Context: an optimization exercise on an open-source flow, tuned for a short achievable clock period and few clock cycles. The choices shown serve that exercise and are no tape-out recipe. Only simulation tests tie the RTL to the original design; equivalence was not proved. Power figures rest on the tool's default switching activity, not on a simulated workload.

==> inputs of run a <==
// core_top
module core_top (
   input  logic        clk,
   input  logic        if_id_reset,
   input  logic        prog_valid,
   input  logic [5:0]  prog_addr,
   input  logic [31:0] prog_instr,
   input  logic        start,
   output logic        busy,
   output logic        wb_valid,
   output logic [4:0]  wb_rd,
   output logic [31:0] wb_data
);
localparam int XLEN       = 32;
localparam int REG_AW     = 5;
localparam int IMM_W      = 11;
localparam int MUL_STAGES = 5;
localparam logic [5:0] OP_NOP  = 6'd0;
localparam logic [5:0] OP_ADD  = 6'd1;
localparam logic [5:0] OP_SUB  = 6'd2;
localparam logic [5:0] OP_AND  = 6'd3;
localparam logic [5:0] OP_OR   = 6'd4;
localparam logic [5:0] OP_ADDI = 6'd5;
localparam logic [5:0] OP_MUL  = 6'd6;
localparam logic [5:0] OP_HALT = 6'd7;
   logic [63:0][31:0] store;
   always_ff @(posedge clk) begin
      for (int i = 0; i < 64; i++) begin
         if (prog_valid && prog_addr == 6'(i)) store[i] <= prog_instr;
      end
   end
   logic        drun;                
   logic        spec;                
   logic        spec2;               
   logic        spec_hc;             
   logic        dprim;               
   logic [31:0] d_i0;                
   logic [31:0] d_i1;                
   logic [5:0]  d_pc2;               
   logic [5:0]  d_pc3;
   logic        e_v0, e_v1;
   logic [4:0]  e_rd0, e_rd1;
   logic [31:0] e_a0, e_b0, e_a1, e_b1;
   logic [3:0]  e_fa0, e_fb0, e_fa1, e_fb1;
   logic [3:0]  e_fn0, e_fn1;
   logic        mu_v;
   logic [4:0]  mu_rd;
   logic [31:0] mu_a, mu_b;
   logic [3:0]  mu_fa, mu_fb;
   logic        m2_v, m3_v;
   logic [4:0]  m2_rd, m3_rd;
   logic        ra_v0, ra_v1, rm_v;
   logic [4:0]  ra_rd0, ra_rd1, rm_rd;
   logic [31:0] ra_oh0, ra_oh1, rm_oh;
   logic [31:0] ra_d0, ra_d1, rm_d;
   localparam int QD = 32;         
   localparam int QA = 5;
   logic [QD-1:0][36:0] q;
   logic [QA-1:0]       q_head;
   logic [QD-1:0]       q_tail;      
  ...
clock: 8.0 ns
lec_check: 0
abc_clock_period_in_ps: 3000
cap_margin: 20
cell_pad_in_sites_detail_placement: 1
core_margin: 2
core_utilization: 40
place_density: 0.5
setup_slack_margin: 4.5
slew_margin: 20
tns_end_percent: 10
run.sh (not shown) runs the stock make flow with config.mk's settings and CLKGATE_MAP_FILE= SYNTH_SCRIPT=/design/flow/synth_recipe.tcl, a recipe that flattens the netlist after the stock synthesis.
==> run b (differences from run a) <==
--- a/flow/design.v
+++ b/flow/design.v
@@ -96,19 +96,44 @@
 );
    assign op_a = ({32{fa[0]}} & ra0_d) | ({32{fa[1]}} & ra1_d) | ({32{fa[2]}} & rm_d)
                  | ({32{fa[3]}} & a);
    assign op_b = ({32{fb[0]}} & ra0_d) | ({32{fb[1]}} & ra1_d) | ({32{fb[2]}} & rm_d)
                  | ({32{fb[3]}} & b);
    logic [31:0] sum;
    logic [31:0] dif;
-   assign sum = op_a + op_b;
-   assign dif = op_a - op_b;
+   ks_add32 u_add (.a(op_a), .b(op_b), .cin(1'b0), .s(sum));
+   ks_add32 u_sub (.a(op_a), .b(~op_b), .cin(1'b1), .s(dif));
    assign result = ({32{fn[0]}} & sum) | ({32{fn[1]}} & dif) | ({32{fn[2]}} & (op_a & op_b))
                    | ({32{fn[3]}} & (op_a | op_b));
 endmodule
+module ks_add32 (
+   input  logic [31:0] a,
+   input  logic [31:0] b,
+   input  logic        cin,
+   output logic [31:0] s
+);
+   logic [5:0][31:0] g;
+   logic [5:0][31:0] p;
+   logic [31:0]      x;
+   assign x    = a ^ b;
+   assign g[0] = (a & b) | {31'd0, x[0] & cin};
+   assign p[0] = x;
+   for (genvar l = 0; l < 5; l++) begin : g_lvl
+      for (genvar i = 0; i < 32; i++) begin : g_bit
+         if (i >= (1 << l)) begin : g_op
+            assign g[l+1][i] = g[l][i] | (p[l][i] & g[l][i - (1 << l)]);
+            assign p[l+1][i] = p[l][i] & p[l][i - (1 << l)];
+         end else begin : g_pass
+            assign g[l+1][i] = g[l][i];
+            assign p[l+1][i] = p[l][i];
+         end
+      end
+   end
+   assign s = x ^ {g[5][30:0], cin};
+endmodule
 `timescale 1ns/100ps
 module mul_s1 (input logic [31:0] a, input logic [31:0] b, output logic [164:0] mid);
    logic w0, w1, w2, w3, w4, w5, w6, w7, w8, w9, w10, w11, w12, w13, w14, w15, w16, w17, w18, w19, w20, w21, w22, w23, w24, w25, w26, w27, w28, w29, w30, w31, w32, w33, w34, w35, w36, w37, w38, w39, w40, w41, w42, w43, w44, w45, w46, w47, w48, w49, w50, w51, w52, w53, w54, w55, w56, w57, w58, w59, w60, w61, w62, w63, w64, w65, w66, w67, w68, w69, w70, w71, w72, w73, w74, w75, w76, w77, w78, w79, w80, w81, w82, w83, w84, w85, w86, w87, w88, w89, w90, w91, w92, w93, w94, w95, w96, w97, w98, w99, w100, w101, w102, w103, w104, w105, w106, w107, w108, w109, w110, w111, w112, w113, w114, w115, w116, w117, w118, w119, w120, w121, w122, w123, w124, w125, w126, w127, w128, w129, w130, w131, w132, w133, w134, w135, w136, w137, w138, w139, w140, w141, w142, w143, w144, w145, w146, w147, w148, w149, w150, w151, w152, w153, w154, w155, w156, w157, w158, w159, w160, w161, w162, w163, w164, w165, w166, w167, w168, w169, w170, w171, w172, w173, w174, w175, w176, w177, w178, w179, w180, w181, w182, w183, w184, w185, w186, w187, w188, w189, w190, w191, w192, w193, w194, w195, w196, w197, w198, w199, w200, w201, w202, w203, w204, w205, w206, w207, w208, w209, w210, w211, w212, w213, w214, w215, w216, w217, w218, w219, w220, w221, w222, w223, w224, w225, w226, w227, w228, w229, w230, w231, w232, w233, w234, w235, w236, w237, w238, w239, w240, w241, w242, w243, w244, w245, w246, w247, w248, w249, w250, w251, w252, w253, w254, w255, w256, w257, w258, w259, w260, w261, w262, w263, w264, w265, w266, w267, w268, w269, w270, w271, w272, w273, w274, w275, w276, w277, w278, w279, w280, w281, w282, w283, w284, w285, w286, w287, w288, w289, w290, w291, w292, w293, w294, w295, w296, w297, w298, w299, w300, w301, w302, w303, w304, w305, w306, w307, w308, w309, w310, w311, w312, w313, w314, w315, w316, w317, w318, w319, w320, w321, w322, w323, w324, w325, w326, w327, w328, w329, w330, w331, w332, w333, w334, w335, w336, w337, w338, w339, w340, w341, w342, w343, w344, w345, w346, w347, w348, w349, w350, w351, w352, w353, w354, w355, w356, w357, w358, w359, w360, w361, w362, w363, w364, w365, w366, w367, w368, w369, w370, w371, w372, w373, w374, w375, w376, w377, w378, w379, w380, w381, w382, w383, w384, w385, w386, w387, w388, w389, w390, w391, w392, w393, w394, w395, w396, w397, w398, w399, w400, w401, w402, w403, w404, w405, w406, w407, w408, w409, w410, w411, w412, w413, w414, w415, w416, w417, w418, w419, w420, w421, w422, w423, w424, w425, w426, w427, w428, w429, w430, w431, w432, w433, w434, w435, w436, w437, w438, w439, w440, w441, w442, w443, w444, w445, w446, w447, w448, w449, w450, w451, w452, w453, w454, w455, w456, w457, w458, w459, w460, w461, w462, w463, w464, w465, w466, w467, w468, w469, w470, w471, w472, w473, w474, w475, w476, w477, w478, w479, w480, w481, w482, w483, w484, w485, w486, w487, w488, w489, w490, w491, w492, w493, w494, w495, w496, w497, w498, w499, w500, w501, w502, w503, w504, w505, w506, w507, w508, w509, w510, w511, w512, w513, w514, w515, w516, w517, w518, w519, w520, w521, w522, w523, w524, w525, w526, w527, w528, w529, w530, w531, w532, w533, w534, w535, w536, w537, w538, w539, w540, w541, w542, w543, w544, w545, w546, w547, w548, w549, w550, w551, w552, w553, w554, w555, w556, w557, w558, w559, w560, w561, w562, w563, w564, w565, w566, w567, w568, w569, w570, w571, w572, w573, w574, w575, w576, w577, w578, w579, w580, w581, w582, w583, w584, w585, w586, w587, w588, w589, w590, w591, w592, w593, w594, w595, w596, w597, w598, w599, w600, w601, w602, w603, w604, w605, w606, w607, w608, w609, w610, w611, w612, w613, w614, w615, w616, w617, w618, w619, w620, w621, w622, w623, w624, w625, w626, w627, w628, w629, w630, w631, w632, w633, w634, w635, w636, w637, w638, w639, w640, w641, w642, w643, w644, w645, w646, w647, w648, w649, w650, w651, w652, w653, w654, w655, w656, w657, w658, w659, w660, w661, w662, w663, w664, w665, w666, w667, w668, w669, w670, w671, w672, w673, w674, w675, w676, w677, w678, w679, w680, w681, w682, w683, w684, w685, w686, w687, w688, w689, w690, w691, w692, w693, w694, w695, w696, w697, w698, w699, w700, w701, w702, w703, w704, w705, w706, w707, w708, w709, w710, w711, w712;
    assign w0 = (a[0] & b[2]) ^ (a[1] & b[1]) ^ (a[2] & b[0]);
    assign w1 = ((a[0] & b[2]) & (a[1] & b[1])) | ((a[0] & b[2]) & (a[2] & b[0])) | ((a[1] & b[1]) & (a[2] & b[0]));
    assign w2 = (a[0] & b[3]) ^ (a[1] & b[2]) ^ (a[2] & b[1]);
    assign w3 = ((a[0] & b[3]) & (a[1] & b[2])) | ((a[0] & b[3]) & (a[2] & b[1])) | ((a[1] & b[2]) & (a[2] & b[1]));
@@ -1280,34 +1305,40 @@
    input  logic [31:0] b,
    output logic        m2_v,
    output logic [4:0]  m2_rd,
    output logic        m3_v,
    output logic [4:0]  m3_rd,
    output logic        p_v,
    output logic [4:0]  p_rd,
-   output logic [31:0] p_d
+   output logic [31:0] p_d,
+   output logic [31:0] p_f        
 );
    logic [165-1:0] mid;
    logic [165-1:0] m2_mid;
    logic [31:0]     s;
    logic [31:0]     c;
    logic [31:0]     m3_s;
    logic [31:0]     m3_c;
+   logic [31:0]     p_sum;
+   ks_add32 u_cpa (.a(m3_s), .b(m3_c), .cin(1'b0), .s(p_sum));
    mul_s1 u_s1 (.a(a), .b(b), .mid(mid));
    mul_s2 u_s2 (.mid(m2_mid), .s(s), .c(c));
    always_ff @(posedge clk) begin
       if (go) begin
          m2_mid <= mid;
          m2_rd  <= in_rd;
          m3_s   <= s;
          m3_c   <= c;
          m3_rd  <= m2_rd;
-         p_d    <= m3_s + m3_c;
+         p_f    <= p_sum;
          p_rd   <= m3_rd;
       end
+      if (go || flush) begin
+         p_d    <= p_sum;
+      end
       if (flush) begin
          m2_v <= 1'b0;
          m3_v <= 1'b0;
          p_v  <= 1'b0;
       end else if (go) begin
          m2_v <= in_v;
          m3_v <= m2_v;
@@ -1336,29 +1367,32 @@
 localparam logic [5:0] OP_ADD  = 6'd1;
 localparam logic [5:0] OP_SUB  = 6'd2;
 localparam logic [5:0] OP_AND  = 6'd3;
 localparam logic [5:0] OP_OR   = 6'd4;
 localparam logic [5:0] OP_ADDI = 6'd5;
 localparam logic [5:0] OP_MUL  = 6'd6;
 localparam logic [5:0] OP_HALT = 6'd7;
-   logic [63:0][31:0] store;
+   logic [31:0][31:0] st_e;
+   logic [31:0][31:0] st_o;
    always_ff @(posedge clk) begin
-      for (int i = 0; i < 64; i++) begin
-         if (prog_valid && prog_addr == 6'(i)) store[i] <= prog_instr;
+      for (int i = 0; i < 32; i++) begin
+         if (prog_valid && !prog_addr[0] && prog_addr[5:1] == 5'(i)) st_e[i] <= prog_instr;
+         if (prog_valid && prog_addr[0] && prog_addr[5:1] == 5'(i)) st_o[i] <= prog_instr;
       end
    end
    logic        drun;                
    logic        spec;                
    logic        spec2;               
    logic        spec_hc;             
    logic        dprim;               
    logic [31:0] d_i0;                
    logic [31:0] d_i1;                
    logic [5:0]  d_pc2;               
-   logic [5:0]  d_pc3;
+   logic [4:0]  d_ie;                
+   logic [4:0]  d_io;
    logic        e_v0, e_v1;
    logic [4:0]  e_rd0, e_rd1;
    logic [31:0] e_a0, e_b0, e_a1, e_b1;
    logic [3:0]  e_fa0, e_fb0, e_fa1, e_fb1;
    logic [3:0]  e_fn0, e_fn1;
    logic        mu_v;
    logic [4:0]  mu_rd;
@@ -1366,14 +1400,15 @@
    logic [3:0]  mu_fa, mu_fb;
    logic        m2_v, m3_v;
    logic [4:0]  m2_rd, m3_rd;
    logic        ra_v0, ra_v1, rm_v;
    logic [4:0]  ra_rd0, ra_rd1, rm_rd;
    logic [31:0] ra_oh0, ra_oh1, rm_oh;
    logic [31:0] ra_d0, ra_d1, rm_d;
+   logic [31:0] ra_f0, ra_f1, rm_f;   
    localparam int QD = 32;         
    localparam int QA = 5;
    logic [QD-1:0][36:0] q;
    logic [QA-1:0]       q_head;
    logic [QD-1:0]       q_tail;      
    logic [QA:0]         q_cnt, q_cnt_n;
    logic                q_ne;        
@@ -1428,34 +1463,43 @@
    assign waw1 = alu1 && mu_v && mu_rd == rd1;
    assign dep01 = w0 && ((rs1 == rd0) || (rrt1 && rt1 == rd0) || (m0 && alu1 && rd1 == rd0)
                          || (m0 && m1));
    assign ok0 = en && (!w0 || !(raw0 || waw0 || q_hi));
    assign ok1 = ok0 && !halt0 && (!w1 || !(raw1 || waw1 || dep01));
    assign hc  = (ok0 && halt0) || (ok1 && halt1);
    logic [31:0] word0, word1, word2, word3;
-   assign word0 = (prog_valid && prog_addr == 6'd0) ? prog_instr : store[0];
-   assign word1 = (prog_valid && prog_addr == 6'd1) ? prog_instr : store[1];
-   assign word2 = store[d_pc2];
-   assign word3 = store[d_pc3];
+   logic [31:0] rd_e, rd_o;
+   logic [5:0]  pc_p1, pc_p2;
+   assign word0 = (prog_valid && prog_addr == 6'd0) ? prog_instr : st_e[0];
+   assign word1 = (prog_valid && prog_addr == 6'd1) ? prog_instr : st_o[0];
+   assign rd_e  = st_e[d_ie];
+   assign rd_o  = st_o[d_io];
+   assign word2 = d_pc2[0] ? rd_o : rd_e;
+   assign word3 = d_pc2[0] ? rd_e : rd_o;
+   assign pc_p1 = d_pc2 + 6'd1;
+   assign pc_p2 = d_pc2 + 6'd2;
    always_ff @(posedge clk) begin
       if (flush || (!spec && !en)) begin
          d_i0  <= word0;
          d_i1  <= word1;
          d_pc2 <= 6'd2;
-         d_pc3 <= 6'd3;
+         d_ie  <= 5'd1;
+         d_io  <= 5'd1;
       end else if (en && ok1) begin
          d_i0  <= word2;
          d_i1  <= word3;
-         d_pc2 <= d_pc2 + 6'd2;
-         d_pc3 <= d_pc3 + 6'd2;
+         d_pc2 <= pc_p2;
+         d_ie  <= pc_p2[5:1] + 5'(pc_p2[0]);
+         d_io  <= pc_p2[5:1];
       end else if (en && ok0) begin
          d_i0  <= d_i1;
          d_i1  <= word2;
-         d_pc2 <= d_pc2 + 6'd1;
-         d_pc3 <= d_pc3 + 6'd1;
+         d_pc2 <= pc_p1;
+         d_ie  <= pc_p1[5:1] + 5'(pc_p1[0]);
+         d_io  <= pc_p1[5:1];
       end
       dprim <= flush || (!spec && !en);
       if (if_id_reset) drun <= 1'b0;
       else if (start) drun <= en && !hc;
       else if (drun) drun <= !hc;
       if (flush) begin
          spec    <= 1'b0;
@@ -1522,39 +1566,43 @@
          e_v0 <= ok0 && a0;
          e_v1 <= ok1 && a1;
          mu_v <= (ok0 && m0) || (ok1 && m1);
       end
    end
    logic [31:0] res0, res1, opa0, opb0, opa1, opb1, mopa, mopb;
    alu_stage u_alu0 (
-      .a(e_a0), .b(e_b0), .fa(e_fa0), .fb(e_fb0), .ra0_d(ra_d0), .ra1_d(ra_d1), .rm_d(rm_d),
+      .a(e_a0), .b(e_b0), .fa(e_fa0), .fb(e_fb0), .ra0_d(ra_f0), .ra1_d(ra_f1), .rm_d(rm_f),
       .fn(e_fn0), .op_a(opa0), .op_b(opb0), .result(res0)
    );
    alu_stage u_alu1 (
-      .a(e_a1), .b(e_b1), .fa(e_fa1), .fb(e_fb1), .ra0_d(ra_d0), .ra1_d(ra_d1), .rm_d(rm_d),
+      .a(e_a1), .b(e_b1), .fa(e_fa1), .fb(e_fb1), .ra0_d(ra_f0), .ra1_d(ra_f1), .rm_d(rm_f),
       .fn(e_fn1), .op_a(opa1), .op_b(opb1), .result(res1)
    );
-   assign mopa = ({32{mu_fa[0]}} & ra_d0) | ({32{mu_fa[1]}} & ra_d1) | ({32{mu_fa[2]}} & rm_d)
+   assign mopa = ({32{mu_fa[0]}} & ra_f0) | ({32{mu_fa[1]}} & ra_f1) | ({32{mu_fa[2]}} & rm_f)
                  | ({32{mu_fa[3]}} & mu_a);
-   assign mopb = ({32{mu_fb[0]}} & ra_d0) | ({32{mu_fb[1]}} & ra_d1) | ({32{mu_fb[2]}} & rm_d)
+   assign mopb = ({32{mu_fb[0]}} & ra_f0) | ({32{mu_fb[1]}} & ra_f1) | ({32{mu_fb[2]}} & rm_f)
                  | ({32{mu_fb[3]}} & mu_b);
    mult_pipe u_mult (
       .clk(clk), .go(go), .flush(flush), .in_v(mu_v), .in_rd(mu_rd), .a(mopa), .b(mopb),
       .m2_v(m2_v), .m2_rd(m2_rd), .m3_v(m3_v), .m3_rd(m3_rd),
-      .p_v(rm_v), .p_rd(rm_rd), .p_d(rm_d)
+      .p_v(rm_v), .p_rd(rm_rd), .p_d(rm_d), .p_f(rm_f)
    );
    always_ff @(posedge clk) begin
       if (go) begin
          ra_rd0 <= e_rd0;
          ra_oh0 <= 32'd1 << e_rd0;
-         ra_d0  <= res0;
          ra_rd1 <= e_rd1;
          ra_oh1 <= 32'd1 << e_rd1;
-         ra_d1  <= res1;
          rm_oh  <= 32'd1 << m3_rd;
+         ra_f0  <= res0;
+         ra_f1  <= res1;
+      end
+      if (go || flush) begin
+         ra_d0  <= res0;
+         ra_d1  <= res1;
       end
       if (flush) begin
          ra_v0 <= 1'b0;
          ra_v1 <= 1'b0;
       end else if (go) begin
          ra_v0 <= e_v0;
          ra_v1 <= e_v1;
- CORE_UTILIZATION: 40 -> 45
- PLACE_DENSITY: 0.5 -> 0.55
- TNS_END_PERCENT: 10 -> 20
==> qor summary <==
Number of nets in the layout: run b 26400; run a 27700
Seq cells: run b 5166; run a 5071
Part of the total power dissipated in sequential elements: run b 39.8%; run a 37.1%
Launching element of the worst setup path: run b e_fa0[2]$_DFFE_PP_; run a d_i0[16]$_DFFE_PP_
Number of global-route vias before repair: run b 246000; run a 260000
Run status: run b complete, but fails checks; run a complete, but fails checks
Reasons for failing layout checks: run b capacitance limit, slew limit; run a capacitance limit, slew limit
CLK BUF: run b 796; run a 843
Number of max-slew violations in the final report: run b 30; run a 120
Total Power Consumption: run b 76.6 mW; run a 80.6 mW
Number of multi-input combinational cells in the layout: run b 17400; run a 18500
Clock sink total: run b 5166; run a 5071
Tap cells: run b 8938; run a 10500
Peak clock frequency supported by timing: run b 226 MHz; run a 234 MHz
Switching pwr: run b 24.7 mW; run a 28.1 mW
Worst EP required: run b 8.88 ns; run a 8.98 ns
Multi-input logic portion of the cell area: run b 43.8%; run a 45.3%
Count of standard-cell rows: run b 301; run a 326
Final Hold Slack: run b 0.405 ns; run a 0.424 ns
Testbench counts of run a, summed over its fixed seeds: cycles 20,393.
Testbench counts of run b, summed over its fixed seeds: cycles 20,393.

-- re-timing with driven ports --
How much do the figures lean on ideal ports? The routed layouts below were timed once more, with nothing changed but the port constraints. Step 1: set_driving_cell puts a clkbuf_16 on clk and a buf_2 on each other input, an assumption about the parent block. Step 2, shift: input delay + t, output delay - t, t = (earliest + latest rising clock arrival at the registers) / 2. This alone moves slack from input paths to output paths. a / b / c = no drivers / after step 1 / after step 2; a / b = the first two.
| run | t (ns) | slack for setup (ns) | latest minus earliest clock arrival (ns) | slew at the worst register clock pin (ns) | worst data-port slew with drivers (ns) |
|---|---|---|---|---|---|
| run a | 1.371 | 3.730 / 3.730 / 2.429 | 0.140 / 0.140 | 0.07 / 0.07 | 0.46 |
| run b | 1.305 | 3.568 / 3.568 / 2.462 | 0.126 / 0.127 | 0.09 / 0.09 | 0.29 |
For run a, which loses most, drivers alone change the setup slack by 0.000 ns; drivers and shift together by -1.301 ns.
